Context: an optimization exercise on an open-source flow, tuned for small area and a short achievable clock period. The choices shown serve that exercise and are no tape-out recipe.
Function was not checked in any run shown here: the RTL went through the layout flow alone.
No activity file was given, so power comes from the tool's default toggle rates.

## flow/config.mk

```make
export PLATFORM = sky130hd
export DESIGN_NAME = retire_trace_buffer
export DESIGN_NICKNAME = retire_trace_buffer
export VERILOG_FILES = /design/flow/design.v
export SDC_FILE = /design/flow/constraint.sdc
export NUM_CORES = 4
export LEC_CHECK = 0
export CAP_MARGIN = 20
export CORE_MARGIN = 2
export CORE_UTILIZATION = 60
export CTS_CLUSTER_DIAMETER = 100
export CTS_CLUSTER_SIZE = 30
export SETUP_SLACK_MARGIN = 3.0
export SLEW_MARGIN = 20
export SYNTH_HIERARCHICAL = 1
```

## flow/constraint.sdc

```tcl
create_clock -name core_clock -period 5.5 [get_ports {clk}]
set_input_delay 1.1000 -clock core_clock [delete_from_list [all_inputs] [get_ports {clk}]]
set_output_delay 1.1000 -clock core_clock [all_outputs]
set_load 0.01 [all_outputs]
```

## flow/design.v

```verilog
module rtb_sel #(
    parameter int W = 1
) (
    input  logic         s,
    input  logic [W-1:0] a,
    input  logic [W-1:0] b,
    output logic [W-1:0] y
);
    assign y = s ? a : b;
endmodule
module rtb_neq (
    input  logic [31:0] a,
    input  logic [31:0] b,
    output logic        y
);
    assign y = (a != b);
endmodule
module retire_trace_buffer #(
    parameter int DEPTH = 16
) (
    input  logic                   clk,
    input  logic                   reset,
    input  logic                   trace_en,
    input  logic [31:0]            pc,
    input  logic [31:0]            inst,
    input  logic                   rf_we,
    input  logic [4:0]             rf_waddr,
    input  logic [31:0]            rf_wdata,
    output logic                   overflow,
    output logic [15:0]            drop_count,
    input  logic                   clr_ovf,
    output logic [$clog2(DEPTH):0] level,
    output logic [31:0]            out_data,
    output logic                   out_valid,
    input  logic                   out_ready
);
    localparam int IDX_W = $clog2(DEPTH);
    localparam int LVL_W = IDX_W + 1;
    logic        armed_q;
    logic [31:0] pc_q;
    logic [31:0] inst_q;
    logic        wv_q;
    logic [4:0]  waddr_q;
    logic [31:0] wdata_q;
    logic [IDX_W-1:0] wr_q;
    logic [DEPTH-1:0] rd_q;          
    logic [LVL_W-1:0] level_q;
    logic [3:0]       wc_q;          
    logic             valid_q;
    logic [31:0]      out_q;
    logic             overflow_q;
    logic [15:0]      drop_count_q;
    logic [DEPTH-1:0] we_q;          
    logic [31:0] pc_mem    [DEPTH];
    logic [31:0] inst_mem  [DEPTH];
    logic [4:0]  waddr_mem [DEPTH];
    logic [31:0] wdata_mem [DEPTH];
    logic        pc_chg_s, retire_s, push_req_s, wr_hit_s;
    logic [4:0]  ent_waddr_s;
    logic [31:0] ent_wdata_s;
    logic        full_s, one_s, accept_s, last_s, pop_s, bypass_s;
    logic [DEPTH-1:0] sel_pc_s, sel_inst_s, sel_w2_s, sel_wd_s;
    logic [31:0] cand_s;
    logic [15:0] drop_inc_s;
    logic [DEPTH-1:0] wr_dec_s, wr1_dec_s;
    logic             last_n_s, free_n0, free_n1;
    logic [LVL_W-1:0] level_n0, level_n1, level_d;
    logic             valid_n0, valid_n1, valid_d;
    logic [31:0]      out_n0, out_n1, out_d;
    logic             wr_adv_n1;
    logic [IDX_W-1:0] wr_n1, wr_d;
    logic [16:0]      ovf_drop_n0, ovf_drop_n1, ovf_drop_d;
    logic [DEPTH-1:0] we_n0, we_n1, we_d;
    rtb_neq u_pc_chg (.a(pc), .b(pc_q), .y(pc_chg_s));
    always_comb begin
        retire_s    = armed_q && pc_chg_s;
        push_req_s  = retire_s && trace_en;
        wr_hit_s    = rf_we && (rf_waddr != 5'd0);
        ent_waddr_s = wr_hit_s ? rf_waddr : (wv_q ? waddr_q : 5'd0);
        ent_wdata_s = wr_hit_s ? rf_wdata : (wv_q ? wdata_q : 32'd0);
        full_s   = level_q[IDX_W];
        one_s    = (level_q == LVL_W'(1));
        last_s   = wc_q[3];
        accept_s = valid_q && out_ready;
        pop_s    = accept_s && last_s;
        for (int i = 0; i < DEPTH; i++) begin
            sel_pc_s[i]   = rd_q[(i+DEPTH-1)%DEPTH] && last_s && !one_s;
            sel_inst_s[i] = rd_q[i] && wc_q[0];
            sel_w2_s[i]   = rd_q[i] && wc_q[1];
            sel_wd_s[i]   = rd_q[i] && wc_q[2];
        end
        cand_s = 32'd0;
        for (int i = 0; i < DEPTH; i++) begin
            cand_s = cand_s | (pc_mem[i]    & {32{sel_pc_s[i]}})
                            | (inst_mem[i]  & {32{sel_inst_s[i]}})
                            | ({(waddr_mem[i] != 5'd0), 26'd0, waddr_mem[i]} & {32{sel_w2_s[i]}})
                            | (wdata_mem[i] & {32{sel_wd_s[i]}});
        end
        level_n0 = pop_s ? level_q - LVL_W'(1) : level_q;
        valid_n0 = valid_q && !(pop_s && one_s);
        if (!valid_q)        out_n0 = 32'd0;
        else if (out_ready)  out_n0 = cand_s;
        else                 out_n0 = out_q;
        wr_adv_n1 = !full_s || pop_s;
        wr_n1     = wr_adv_n1 ? wr_q + IDX_W'(1) : wr_q;
        level_n1  = (full_s || pop_s) ? level_q : level_q + LVL_W'(1);
        valid_n1  = 1'b1;
        bypass_s  = !valid_q || (pop_s && one_s);    
        out_n1    = bypass_s ? pc_q : out_n0;
        drop_inc_s  = (drop_count_q == 16'hFFFF) ? drop_count_q : drop_count_q + 16'd1;
        ovf_drop_n0 = clr_ovf ? 17'd0 : {overflow_q, drop_count_q};
        if (clr_ovf)        ovf_drop_n1 = 17'd0;
        else if (wr_adv_n1) ovf_drop_n1 = {overflow_q, drop_count_q};
        else                ovf_drop_n1 = {1'b1, drop_inc_s};
        for (int i = 0; i < DEPTH; i++) begin
            wr_dec_s[i]  = (wr_q == IDX_W'(i));
            wr1_dec_s[i] = (wr_q == IDX_W'(i + DEPTH - 1));
        end
        last_n_s = accept_s ? wc_q[2] : wc_q[3];
        free_n0  = !(full_s && !pop_s) || last_n_s;
        free_n1  = !(full_s || (level_q == LVL_W'(DEPTH - 1) && !pop_s)) || last_n_s;
        we_n0    = free_n0 ? wr_dec_s : '0;
        we_n1    = free_n1 ? (wr_adv_n1 ? wr1_dec_s : wr_dec_s) : '0;
    end
    rtb_sel #(.W(LVL_W)) u_level_d (.s(push_req_s), .a(level_n1),    .b(level_n0),    .y(level_d));
    rtb_sel #(.W(1))     u_valid_d (.s(push_req_s), .a(valid_n1),    .b(valid_n0),    .y(valid_d));
    rtb_sel #(.W(32))    u_out_d   (.s(push_req_s), .a(out_n1),      .b(out_n0),      .y(out_d));
    rtb_sel #(.W(IDX_W)) u_wr_d    (.s(push_req_s), .a(wr_n1),       .b(wr_q),        .y(wr_d));
    rtb_sel #(.W(17))    u_ovf_d   (.s(push_req_s), .a(ovf_drop_n1), .b(ovf_drop_n0), .y(ovf_drop_d));
    rtb_sel #(.W(DEPTH)) u_we_d    (.s(push_req_s), .a(we_n1),       .b(we_n0),       .y(we_d));
    always_ff @(posedge clk or negedge reset) begin
        if (!reset) begin
            armed_q      <= 1'b0;
            wv_q         <= 1'b0;
            wr_q         <= '0;
            rd_q         <= DEPTH'(1);
            level_q      <= '0;
            wc_q         <= 4'b0001;
            valid_q      <= 1'b0;
            out_q        <= 32'd0;
            overflow_q   <= 1'b0;
            drop_count_q <= 16'd0;
        end else begin
            armed_q <= 1'b1;
            wv_q    <= !retire_s && (wv_q || wr_hit_s);
            wr_q    <= wr_d;
            if (pop_s)    rd_q <= {rd_q[DEPTH-2:0], rd_q[DEPTH-1]};
            if (accept_s) wc_q <= {wc_q[2:0], wc_q[3]};
            level_q <= level_d;
            valid_q <= valid_d;
            out_q   <= out_d;
            {overflow_q, drop_count_q} <= ovf_drop_d;
        end
    end
    always_ff @(posedge clk) begin
        pc_q <= pc;
        we_q <= we_d;
        if (!armed_q || pc_chg_s) inst_q <= inst;
        if (wr_hit_s) begin
            waddr_q <= rf_waddr;
            wdata_q <= rf_wdata;
        end
    end
    always_ff @(posedge clk) begin
        for (int i = 0; i < DEPTH; i++) begin
            if (we_q[i]) begin
                pc_mem[i]    <= pc_q;
                inst_mem[i]  <= inst_q;
                waddr_mem[i] <= ent_waddr_s;
                wdata_mem[i] <= ent_wdata_s;
            end
        end
    end
    assign out_valid  = valid_q;
    assign out_data   = out_q;
    assign overflow   = overflow_q;
    assign drop_count = drop_count_q;
    assign level      = level_q;
endmodule
```

## flow/flow/run.sh

```bash
#!/bin/bash
# The standard layout (the standard.sh, standard synthesis unchanged) with
# one change: the port buffers that global placement inserts are buf_2 cells
# instead of the delay-cell buffers buffer_ports picks by default.
set -euo pipefail
export BUFFER_PORTS_ARGS="-buffer_cell sky130_fd_sc_hd__buf_2"
bash standard.sh finish > flow_standard.log 2>&1
```

## flow/standard.sh

```bash
#!/bin/bash
# synth_recipe.tcl (not shown) runs the flow's synth.tcl, then flattens the netlist and writes it again
# the make line also repeats each setting of config.mk as NAME=value (left out here)
make -C /OpenROAD-flow-scripts/flow DESIGN_CONFIG=/design/flow/config.mk WORK_HOME=/design/flow/orfs CLKGATE_MAP_FILE= SYNTH_SCRIPT=/design/flow/synth_recipe.tcl "${@:-finish}"
```

==> impl_results.md, run 1 <==
- Max-cap violations: 0
- Cell at the root of the clock tree: clkbuf_16
- Most used flip-flop cell after synthesis: edfxtp_1
- Worst hold-check slack: 0.359 ns
- Worst reg2reg path depth: 10
- Leading cell type in the layout, fill and taps excluded: edfxtp_1
- Area Overhead vs Synth: 14.6%
- Hold_buf cts: 0
- Delay of the slowest cell on the worst path: 0.56 ns
- Residual overflow from global routing: 0
- First-pass GRT wire length: 332 mm
- Critical path, cell by cell: inv_2, ha_4, or4b_4, and3_4, a2111oi_4, nand4_1, nor4_4, buf_6, o21ai_0, mux2_2
- Number of vias in the routed layout: 44.4k
- R2r startpoint: level_q[1]
- Via/cell ratio: 7.64
- Async S/R FF share, synth: 0.0447
- Clock latency reported for the late side of the worst-skew pair: 0.71 ns
- Total Routing Usage GR: 0.418
- Critical path launch point type: flop
- Die width: 340 um
- Commonest cells after routing, fill and taps aside: edfxtp_1, a22oi_1, buf_4
- Cell area after layout: 77,700 um2
- Number of buffers on the longest clock path: 3
- Setup repair after global routing missed its margin: true
- Initial Utilization: 0.604
- Initial antenna violation count: 16
- Synth Instances: 3,967
- Transition time of the tightest slew-check pin: 1.22 ns
- Maximum operating frequency: 298 MHz
- Floorplan die height: 340 um
- Post-synthesis instance area: 67,800 um2
- Via count of the first global-routing pass: 41.0k
- Sequential Area: 53,800 um2
- Average instance area after synthesis: 17.1 um2
- CTS Buf Count: 70
- Number of library cell types mapped by synthesis: 74
- Final setup violation count: 0
- Boundary pin count: 162
- Number of filler instances in the final layout: 7,203
- Routability congestion estimate: 0.875
- Worst min-delay path class: input port to asynchronous set/reset pin
- Result of the run: timing/DRC/antenna clean
- Slowest stage cell, crit path: or4b_4
- Minimum setup slack among reg-to-reg paths: 2.14 ns
- Required time worst endpoint: 6.10 ns
- Fin Setup TNS: 0 ns
- Worst-path fanout max: 6
- Category of the most critical setup path: flop to flop
- Area used by multi-input combinational logic: 15,100 um2
- Placement-stage cell area: 71,500 um2
- Fraction of layout instances using a drive strength above 1: 0.243
- Final worst clock skew: 0.0240 ns
- Post-synthesis sequential element count: 1,814
- Placed wire-length estimate: 130 mm
- Leakage power: 0.0249 uW
- Number of standard-cell rows in the floorplan: 123
- Count of port buffers added during placement: 161
- Final critical path time including I/O delays and setup: 3.36 ns
- Sequential-to-total area share from yosys stat: 0.790
- Area of the die: 116,000 um2
- Capturing element type of the critical path: flop
- Power per unit of standard cell area: 291 nW/um2
- Clock-pin slew of the registers on the worst-case setup and hold paths: 0.12 ns
- Number of standard cells in the final layout excluding fillers: 5,815
- Top post-synthesis cells by area: edfxtp_1, a22oi_1, dfrtp_1, dfxtp_1, a22o_1
- Rel. slew slack: 0.189
- Detailed router's first-iteration violation count: 9,280
- EDFF count, synth: 1,685
- Cell count after placement: 5,472
- Post-synthesis cell type with the largest combined area: edfxtp_1
- DR WL/cell: 42.3 um
- Total Wirelength: 246 mm
- Max Slew Vio Count: 0
- Final hold violations: 0
- Share of the core filled with cells in the final layout: 0.692
- YS warnings: 11
- DRC: 0
- Post-layout nets: 4,407
- Clock tree from TritonCTS: done
- Number of antenna-violating nets in the routed design: 0
- Number of levels in the clock H-tree: 3
- Router iterations before antenna repair: 8
- Fraction of the cycle the final worst path needs: 0.610
- CORE AREA: 112,000 um2
- Largest net degree at the start of global routing: 102
- Post-synth top area share: 0.746
- Data arrival time of the worst path: 3.96 ns
- Worst supply voltage drop on vdd: 0.289 mV
- Total number of clock tree sinks: 1,814
- Destination of the worst register-to-register timing path: out_q[31]
## metal layers
| metal | share of wire | track usage | wire length, um |
|---|---|---|---|
| met1 | 0.35 | 0.603 | 86000 |
| met2 | 0.42 | 0.591 | 104000 |
| met3 | 0.17 | 0.130 | 41600 |
| met4 | 0.056 | 0.188 | 13700 |
| met5 | 0.00044 | 0 | 109 |
## worst max path at each step
| stage | start | endpoint | cells after the start |
|---|---|---|---|
| floorplan | level_q[1] | out_q[23] | 12 |
| global route | level_q[1] | out_q[31] | 10 |
| detailed placement | level_q[1] | out_q[31] | 9 |
| finish | level_q[1] | out_q[31] | 10 |
| global placement | level_q[1] | out_q[28] | 9 |
| CTS | level_q[1] | out_q[0] | 9 |
## cell usage after synthesis (all sizes together), types with 7 or more instances
cell / count
o22ai: 7
a22o: 103
o2111ai: 12
a222oi: 86
nand4: 82
dfrtp: 79
nor3: 23
nor2b: 20
a2111oi: 19
a32o: 7
and4: 18
a221oi: 59
inv: 13
and2: 34
ha: 9
nor4: 17
clkbuf: 191
buf: 83
o21ai: 73
nor2: 85
xnor2: 45
a31oi: 63
a32oi: 35
xor2: 7
dfxtp: 48
a41oi: 11
a21oi: 81
nand3: 129
or4: 8
edfxtp: 1685
a22oi: 410
mux2: 75
nand2: 219
and3: 48
## metrics by stage
step | setup WS (ns) | power (uW)
after floorplan | 2.50 | 15900
after global placement | 0.532 | 16300
after detailed placement | 1.21 | 16300
after CTS | 2.26 | 22500
after global routing | 2.18 | 23000
final | 2.14 | 22600
## kinds of logic after synthesis
kind of cell / after synthesis / share of synthesized area
DFF: 1814 / 0.790
muxes: 75 / 0.0153
buffers and inverters: 287 / 0.0181
AOI/OAI and AO/OA: 1021 / 0.115
xor gates and xnor gates: 52 / 0.00672
adders and majority gates: 9 / 0.00166
other: 1 / 0.0000553
and+or+nand+nor: 708 / 0.0529
## modules after synthesis (local to each module, per instance), a selection
| module | cell area, um2 | copies in the design | cells inside | flops+latches |
|---|---|---|---|---|
| retire_trace_buffer | 66300 | 1 | 3841 | 1814 |
| rtb_neq | 347 | 1 | 43 | 0 |
## state kept, by name, indices dropped and copies added (netlist names), 32 cells and up
signal / cells
wdata_q: 32
out_q: 32
inst_mem: 512
wdata_mem: 512
pc_mem: 512
inst_q: 32
waddr_mem: 80
pc_q: 32
## repair_timing
item | CTS | global route
gates cloned | 17 | 4
endpoints found under the hold margin | 0 | 0
pin swaps | 109 | 81
endpoints found under the setup margin | 483 | 134
buffers inserted | 179 | 46
resized for setup | 309 | 104
## where the power goes
group          leakage (uW)  switching (uW)  internal (uW)
Sequential           0.0168             190          15200
Clock              0.000935            4020           2490
Combinational       0.00723             467            267
Total                0.0249            4680          17900
## cell type report
| cell class | instances | share of cell area |
|---|---|---|
| Tap cell | 1500 | 0.0241 |
| Clock buffer | 90 | 0.0246 |
| Clock inverter | 2 | 0.000209 |
| Multi-Input combinational cell | 1880 | 0.195 |
| Timing Repair Buffer | 512 | 0.0633 |
| Sequential cell | 1814 | 0.692 |
| Antenna cell | 4 | 0.000129 |
| Inverter | 13 | 0.000966 |
## critical path: cells and delay by family, from the launching register on
family / cells / cell delay, ns
multiplexers: 1 / 0.26
flip-flops: 1 / 0.43
adder cells (fa/ha/maj): 1 / 0.18
buffers and inverters: 2 / 0.26
AO/OA/AOI/OAI: 2 / 0.57
AND/OR/NAND/NOR: 4 / 1.53
==> inputs of run 2 (changes only) <==
--- a/flow/config.mk
+++ b/flow/config.mk
@@ -12,4 +12,3 @@
 export CTS_CLUSTER_SIZE = 30
 export SETUP_SLACK_MARGIN = 3.0
 export SLEW_MARGIN = 20
-export SYNTH_HIERARCHICAL = 1
==> run 2 against run 1 <==
- still clean on timing, DRC and antenna
- final cell count up 1.8%
- first-iteration DRC count is 6.8% lower
- setup slack gained 0.20 ns
- synthesized cell count increased by 3.2%
- combinational power up 12%
- flip-flop and latch count unchanged
- via count up 0.69%
- utilization grew 0.17 points
- critical path type unchanged
- critical endpoint is now out_q[21]
- largest power group unchanged
==> impl_results.md, run 2 <==
- Clock-pin slew of the registers on the worst-case setup and hold paths: 0.12 ns
- YS warnings: 5
- Fin Setup TNS: 0 ns
- Slowest stage cell, crit path: a222oi_1
- EDFF count, synth: 1,685
- Post-synthesis sequential element count: 1,814
- Cell area after layout: 77,000 um2
- Average instance area after synthesis: 16.5 um2
- Floorplan die height: 339 um
- Category of the most critical setup path: flop to flop
- Largest registers: inst_mem x512, pc_mem x512, wdata_mem x512
- Boundary pin count: 162
- Commonest cells after routing, fill and taps aside: edfxtp_1, nand3_1, a22oi_1
- Number of filler instances in the final layout: 7,316
- Worst supply voltage drop on vdd: 0.313 mV
- Fraction of layout instances using a drive strength above 1: 0.215
- Worst slack at placement: 1.41 ns
- Power per unit of standard cell area: 297 nW/um2
- Detailed router's first-iteration violation count: 8,653
- Critical path, cell by cell: buf_12, buf_12, and2_4, a222oi_1, o2111a_1, nand4_1, nor3_2, o31ai_1
- Sequential-to-total area share from yosys stat: 0.795
- CP most frequent cell: buf_12
- Most frequently used cell type in the post-synthesis netlist: edfxtp_1
- Total number of clock tree sinks: 1,814
- Initial antenna violation count: 7
- Final hold violations: 0
- Setup repair after global routing missed its margin: true
- Residual overflow from global routing: 0
- DR WL/cell: 42.1 um
- Rel. slew slack: 0.162
- Final worst clock skew: 0.0384 ns
- Capturing element type of the critical path: flop
- Total Routing Usage GR: 0.427
- Via/cell ratio: 7.56
- Fraction of the cycle the final worst path needs: 0.573
- Post-synth top area share: 0.751
- Hold_buf cts: 0
- CTS Buf Count: 70
- Number of buffers on the longest clock path: 3
- Number of levels in the clock H-tree: 3
- Delay of the slowest cell on the worst path: 0.76 ns
- Critical path launch point type: flop
- Count of port buffers added during placement: 161
- Clock tree from TritonCTS: done
- Required time worst endpoint: 6.11 ns
- Post-synthesis cell type with the largest combined area: edfxtp_1
- Area Overhead vs Synth: 14.3%
- Most used flip-flop cell after synthesis: edfxtp_1
- Worst min-delay path class: input port to asynchronous set/reset pin
- Number of vias in the routed layout: 44.7k
- Final setup violation count: 0
- Top post-synthesis cells by area: edfxtp_1, a22oi_1, nand3_1, dfrtp_1, nand2_1
- Leakage power: 0.0247 uW
- First-pass GRT wire length: 338 mm
- Result of the run: timing/DRC/antenna clean
- Max-cap violations: 0
- Via count of the first global-routing pass: 41.9k
- Largest net degree at the start of global routing: 102
- CORE AREA: 111,000 um2
- Leading cell type in the layout, fill and taps excluded: edfxtp_1
- Async S/R FF share, synth: 0.0447
- Total Wirelength: 249 mm
- Share of the core filled with cells in the final layout: 0.694
- Cell family with the largest share of critical-path delay: compound AO/OA/AOI/OAI gates
- Cell count after placement: 5,583
- Routability congestion estimate: 0.878
- Sequential Area: 53,800 um2
- Final critical path time including I/O delays and setup: 3.15 ns
- Worst-path fanout max: 3
- Most frequent cells after synthesis: edfxtp_1, nand3_1, a22oi_1, nand2_1, clkbuf_1
- Cell at the root of the clock tree: clkbuf_16
- Initial Utilization: 0.607
- Die width: 339 um
- Area used by multi-input combinational logic: 14,700 um2
- Post-synthesis instance area: 67,400 um2
- Placement-stage cell area: 70,800 um2
- Crit. path cell count: 8
- Crit path setup slack, layout: 2.35 ns
- Maximum operating frequency: 317 MHz
- Number of antenna-violating nets in the routed design: 0
- Post-layout nets: 4,496
- Max Slew Vio Count: 0
- Area of the die: 115,000 um2
- Transition time of the tightest slew-check pin: 1.26 ns
- Buffers plus inverters on the worst setup path: 2
- Number of standard-cell rows in the floorplan: 122
- Placed wire-length estimate: 133 mm
- DRC: 0
- Router iterations before antenna repair: 6
- Clock latency reported for the late side of the worst-skew pair: 0.72 ns
- Number of library cell types mapped by synthesis: 72
- Synth Instances: 4,094
- Number of standard cells in the final layout excluding fillers: 5,918
- Data arrival time of the worst path: 3.76 ns
- Worst reg2reg path depth: 8
[run 2: final cells by class]
cell class                      instances  area share
Clock buffer                          118      0.0259
Timing Repair Buffer                  489      0.0580
Sequential cell                      1814       0.699
Inverter                               17     0.00104
Antenna cell                            2   0.0000650
Tap cell                             1488      0.0242
Clock inverter                          2    0.000309
Multi-Input combinational cell       1988       0.191
[run 2: through the flow]
| step | total power (uW) | hold WS (ns) |
|---|---|---|
| floorplan | 16000 | 0.489 |
| global placement | 16300 | 0.476 |
| detailed placement | 16400 | 0.508 |
| CTS | 22700 | 0.491 |
| global route | 23300 | 0.501 |
| finish | 22900 | 0.502 |
[run 2: kinds of logic (layout without fill, tap and decap cells)]
family,count (synthesis),after routing,share of synthesized area
buf+inv,302,626,0.0182
compound gates,821,822,0.0948
mux,11,11,0.00176
fa+ha+maj,9,9,0.00167
flops,1814,1814,0.795
other cells,1,3,0.0000557
xor+xnor,38,38,0.00494
simple gates,1098,1107,0.0833
[run 2: what timing repair did]
action / in CTS / in global routing
gates cloned: 14 / 4
resized for setup: 362 / 134
setup endpoints to repair: 120 / 306
buffers inserted: 141 / 54
pin swaps: 118 / 108
hold endpoints to repair: 0 / 0
[run 2: report_power, final]
group / switching, uW / leakage, uW / internal, uW
sequential: 244 / 0.0167 / 15200
combinational: 534 / 0.00707 / 288
clock: 4070 / 0.000960 / 2540
[run 2: final timing paths]
path	startpoint	slack, ns	endpoint
max in group asynchronous	reset	3.73	rd_q[4]
min reg2reg	overflow_q	0.53	overflow_q
min	reset	0.50	wc_q[1]
max reg2reg	rd_q[12]	2.35	out_q[21]
max	rd_q[12]	2.35	out_q[21]
min in group core_clock	pc[8]	0.50	pc_q[8]
[run 2: layer usage]
layer,up-vias,GRT usage,wire length [um]
met1,22620,0.589,84500
met5,-,0,42
met3,772,0.113,38700
li1,17158,-,-
met2,4171,0.628,109000
met4,4,0.237,16600

re-timing with driven ports:
Ports are ideal in the flow. The routed layouts listed here were re-timed in OpenROAD. Step 1 assumes that a clkbuf_16 drives the clock port and a buf_2 every other input. Step 2 adds t to the input delays and takes it off the output delays; t is the mean of the earliest and latest rising clock arrival at the registers after step 1. Input paths then give back, and output paths get back, about the clock's delay inside the block. Slacks: ideal ports / drivers / drivers and shift; pairs: ideal ports / drivers.
run | shift t [ns] | setup slack, ns | worst setup path after step 2 | worst slew at a driven data input, ns
run 1 | 0.774 | 2.145 / 2.145 / 1.993 | input to register | 0.08
run 2 | 0.786 | 2.349 / 2.349 / 2.188 | input to register | 0.08
After both steps setup and hold are still met in every run listed. For run 2, which loses most, drivers alone change the setup slack by 0.000 ns; drivers and shift together by -0.161 ns.
